This design comes from an exercise in tuning for small area, a short achievable clock period and few clock cycles on the open sky130 flow, not from production work.
Where RTL was checked, it was by simulation tests only, not by an equivalence proof against the original.
Power figures rest on the tool's default switching activity, not on a simulated workload.

==> module stereo_rms_level_smoother, before the edit <==
module stereo_rms_level_smoother (
  input  wire logic                 clk,
  input  wire logic                 rst_n,
  input  wire logic                 in_valid,
  output logic                      in_stall,
  input  wire logic signed [15:0]   in_left_sample,
  input  wire logic signed [15:0]   in_right_sample,
  input  wire logic                 in_last_frame,
  output logic                      out_valid,
  input  wire logic                 out_stall,
  output logic [14:0]               out_rms_level,
  output logic [14:0]               out_smoothed_level,
  output logic [11:0]               out_radius,
  input  wire logic                 cfg_we,
  input  wire logic [2:0]           cfg_index,
  input  wire logic [15:0]          cfg_wdata
);
  logic [15:0] cfg_w;
  logic [14:0] cfg_th, cfg_d;
  logic [11:0] cfg_lo, cfg_hi;
  always_ff @(posedge clk) begin
    if (!rst_n) begin
      cfg_w  <= srls_pkg::RST_SMOOTHING_WEIGHT;
      cfg_th <= srls_pkg::RST_LEVEL_THRESHOLD;
      cfg_d  <= srls_pkg::RST_MAP_INPUT_SPAN;
      cfg_lo <= srls_pkg::RST_OUTPUT_LOW;
      cfg_hi <= srls_pkg::RST_OUTPUT_HIGH;
    end else if (cfg_we) begin
      case (cfg_index)
        3'd0: cfg_w  <= cfg_wdata;
        3'd1: cfg_th <= cfg_wdata[14:0];
        3'd2: cfg_d  <= (cfg_wdata[14:0] == 15'd0) ? 15'd1 : cfg_wdata[14:0];
        3'd3: cfg_lo <= cfg_wdata[11:0];
        3'd4: cfg_hi <= cfg_wdata[11:0];
        default: ;
      endcase
    end
  end
  logic [15:0] lm_r, rm_r;
  logic        v_r, en_r, last_r;
  logic        closed_r, closed_n, stall_r;
  logic        a_ready, a_ready_n, a_ready2_n;
  logic        take, en_next, closing;
  logic [37:0] sum_r, carry_r, acc_s, acc_c, sum_s, sum_c, total;
  logic [8:0]  n_r, n_add;
  logic        handoff, fresh_r;
  assign closing  = v_r && last_r;
  assign handoff  = closed_r && a_ready;
  assign in_stall = stall_r;
  assign take     = rst_n && in_valid && !stall_r;
  assign n_add    = n_r + 9'(en_r);
  assign en_next  = take && (closing || closed_r || !n_add[8]);
  assign closed_n = rst_n && (closing || (closed_r && !handoff));
  logic [15:0] l_abs, r_abs;
  assign l_abs = 16'(in_left_sample[15]  ? -in_left_sample  : in_left_sample);
  assign r_abs = 16'(in_right_sample[15] ? -in_right_sample : in_right_sample);
  always_ff @(posedge clk) begin
    v_r     <= take;
    en_r    <= en_next;
    last_r  <= in_last_frame;
    stall_r <= rst_n && ((take && in_last_frame && !a_ready2_n) || (closed_n && !a_ready_n));
    lm_r    <= en_next ? l_abs : 16'd0;
    rm_r    <= en_next ? r_abs : 16'd0;
  end
  assign acc_s = (handoff || fresh_r) ? 38'd0 : sum_r;
  assign acc_c = (handoff || fresh_r) ? 38'd0 : carry_r;
  srls_addsub u_acc (
    .lm  (lm_r),
    .rm  (rm_r),
    .as_ (acc_s),
    .ac  (acc_c),
    .ys  (sum_s),
    .yc  (sum_c)
  );
  logic total_co;
  srls_add #(38) u_cpa (
    .a  (sum_r),
    .b  (carry_r),
    .ci (1'b0),
    .s  (total),
    .co (total_co)
  );
  always_ff @(posedge clk) begin
    sum_r   <= sum_s;
    carry_r <= sum_c;
    fresh_r <= !rst_n;
    if (!rst_n) begin
      n_r      <= '0;
      closed_r <= 1'b0;
    end else begin
      n_r      <= handoff ? 9'(en_r) : n_add;
      closed_r <= closed_n;
    end
  end
  logic        xfer, pre, b_idle, b_idle_n, ov_n;
  logic [14:0] rms, smoothed;
  srls_seq u_level (
    .clk       (clk),
    .rst_n     (rst_n),
    .start     (handoff),
    .closed_n  (closed_n),
    .sum       (total),
    .n         (n_r),
    .w         (cfg_w),
    .s_prev    (out_smoothed_level),
    .b_idle    (b_idle),
    .b_idle_n  (b_idle_n),
    .ov        (out_valid),
    .ov_n      (ov_n),
    .out_stall (out_stall),
    .ready     (a_ready),
    .ready_n   (a_ready_n),
    .ready2_n  (a_ready2_n),
    .xfer      (xfer),
    .pre       (pre),
    .rms       (rms),
    .smoothed  (smoothed)
  );
  srls_map u_map (
    .clk       (clk),
    .rst_n     (rst_n),
    .pre       (pre),
    .load      (xfer),
    .rms       (rms),
    .smoothed  (smoothed),
    .th        (cfg_th),
    .d         (cfg_d),
    .lo        (cfg_lo),
    .hi        (cfg_hi),
    .out_stall (out_stall),
    .idle      (b_idle),
    .idle_n    (b_idle_n),
    .out_valid (out_valid),
    .ov_n      (ov_n),
    .out_rms   (out_rms_level),
    .out_sm    (out_smoothed_level),
    .out_rad   (out_radius)
  );
endmodule
export LEC_CHECK = 0
export CAP_MARGIN = 60
export CORE_MARGIN = 2
export CORE_UTILIZATION = 40
export SLEW_MARGIN = 60
create_clock -name core_clock -period 12.0 [get_ports {clk}]
standard.sh (not shown) runs the stock make flow with config.mk's settings and CLKGATE_MAP_FILE= SYNTH_SCRIPT=/design/flow/synth_recipe.tcl, a recipe that flattens the netlist after the stock synthesis.
==> flow/flow/run.sh <==
#!/bin/bash
# The standard layout, with the port buffers made of plain buffers
# (sky130_fd_sc_hd__buf_2) instead of the resizer's default choice.
set -euo pipefail
export BUFFER_PORTS_ARGS="-buffer_cell sky130_fd_sc_hd__buf_2"
bash standard.sh > standard.log 2>&1
The starting point ran to the end with no violations.
Testbench counts at the start, summed over its fixed seeds: cycles 6,944.
Next try:
--- a/flow/design.v
+++ b/flow/design.v
@@ -857,7 +857,7 @@
   logic        take, en_next, closing;
   logic [37:0] sum_r, carry_r, acc_s, acc_c, sum_s, sum_c, total;
   logic [8:0]  n_r, n_add;
-  logic        handoff, fresh_r;
+  logic        handoff, clr_r;
   assign closing  = v_r && last_r;
   assign handoff  = closed_r && a_ready;
   assign in_stall = stall_r;
@@ -876,8 +876,8 @@
     lm_r    <= en_next ? l_abs : 16'd0;
     rm_r    <= en_next ? r_abs : 16'd0;
   end
-  assign acc_s = (handoff || fresh_r) ? 38'd0 : sum_r;
-  assign acc_c = (handoff || fresh_r) ? 38'd0 : carry_r;
+  assign acc_s = clr_r ? 38'd0 : sum_r;
+  assign acc_c = clr_r ? 38'd0 : carry_r;
   srls_addsub u_acc (
     .lm  (lm_r),
     .rm  (rm_r),
@@ -897,7 +897,7 @@
   always_ff @(posedge clk) begin
     sum_r   <= sum_s;
     carry_r <= sum_c;
-    fresh_r <= !rst_n;
+    clr_r   <= !rst_n || (closed_n && a_ready_n);
     if (!rst_n) begin
       n_r      <= '0;
       closed_r <= 1'b0;
The new run finished clean. Routed wire length came out lower slightly. Synthesized area came out higher slightly. Die area came out higher slightly. Cell area came out higher slightly. First-iteration DRC count came out lower by a few percent. Power is about the same. Count of clock-buffer cells in the layout came out higher by 3. Fmax hardly moves. Utilization came out lower by 0.35 points. Non-clock buffer count came out lower by 3. Flip-flop and latch count stays the same. Critical path depth came out lower by 5.
For the second run of this note, only the layout was checked, not whether the RTL still works.

## afterwards: timing with drivers on the ports
In the flow no input, the clock included, has a driving cell. The finished layouts below were timed again as built, in two steps. Step 1 (the two cells are an assumption about what drives the block):
set clk [get_ports {clk}]
set_driving_cell -lib_cell sky130_fd_sc_hd__clkbuf_16 $clk
set_driving_cell -lib_cell sky130_fd_sc_hd__buf_2 [delete_from_list [all_inputs] $clk]
Step 2 also shifts input and output timing later by t, the mid clock arrival at the registers, as if the neighbouring blocks saw the same clock. Slacks: ideal ports / drivers / drivers and shift; pairs: ideal ports / drivers.
run	shift t [ns]	slack for setup (ns)	worst hold slack (ns)	pins driven straight from the clock port
the first run	0.661	7.836 / 7.836 / 7.769	0.454 / 0.454 / 0.454	1
the second run	0.653	7.845 / 7.845 / 7.552	0.456 / 0.456 / 0.456	1
After both steps every run listed still meets setup and hold. For the second run, which loses most, drivers alone change the setup slack by 0.000 ns; drivers and shift together by -0.293 ns.
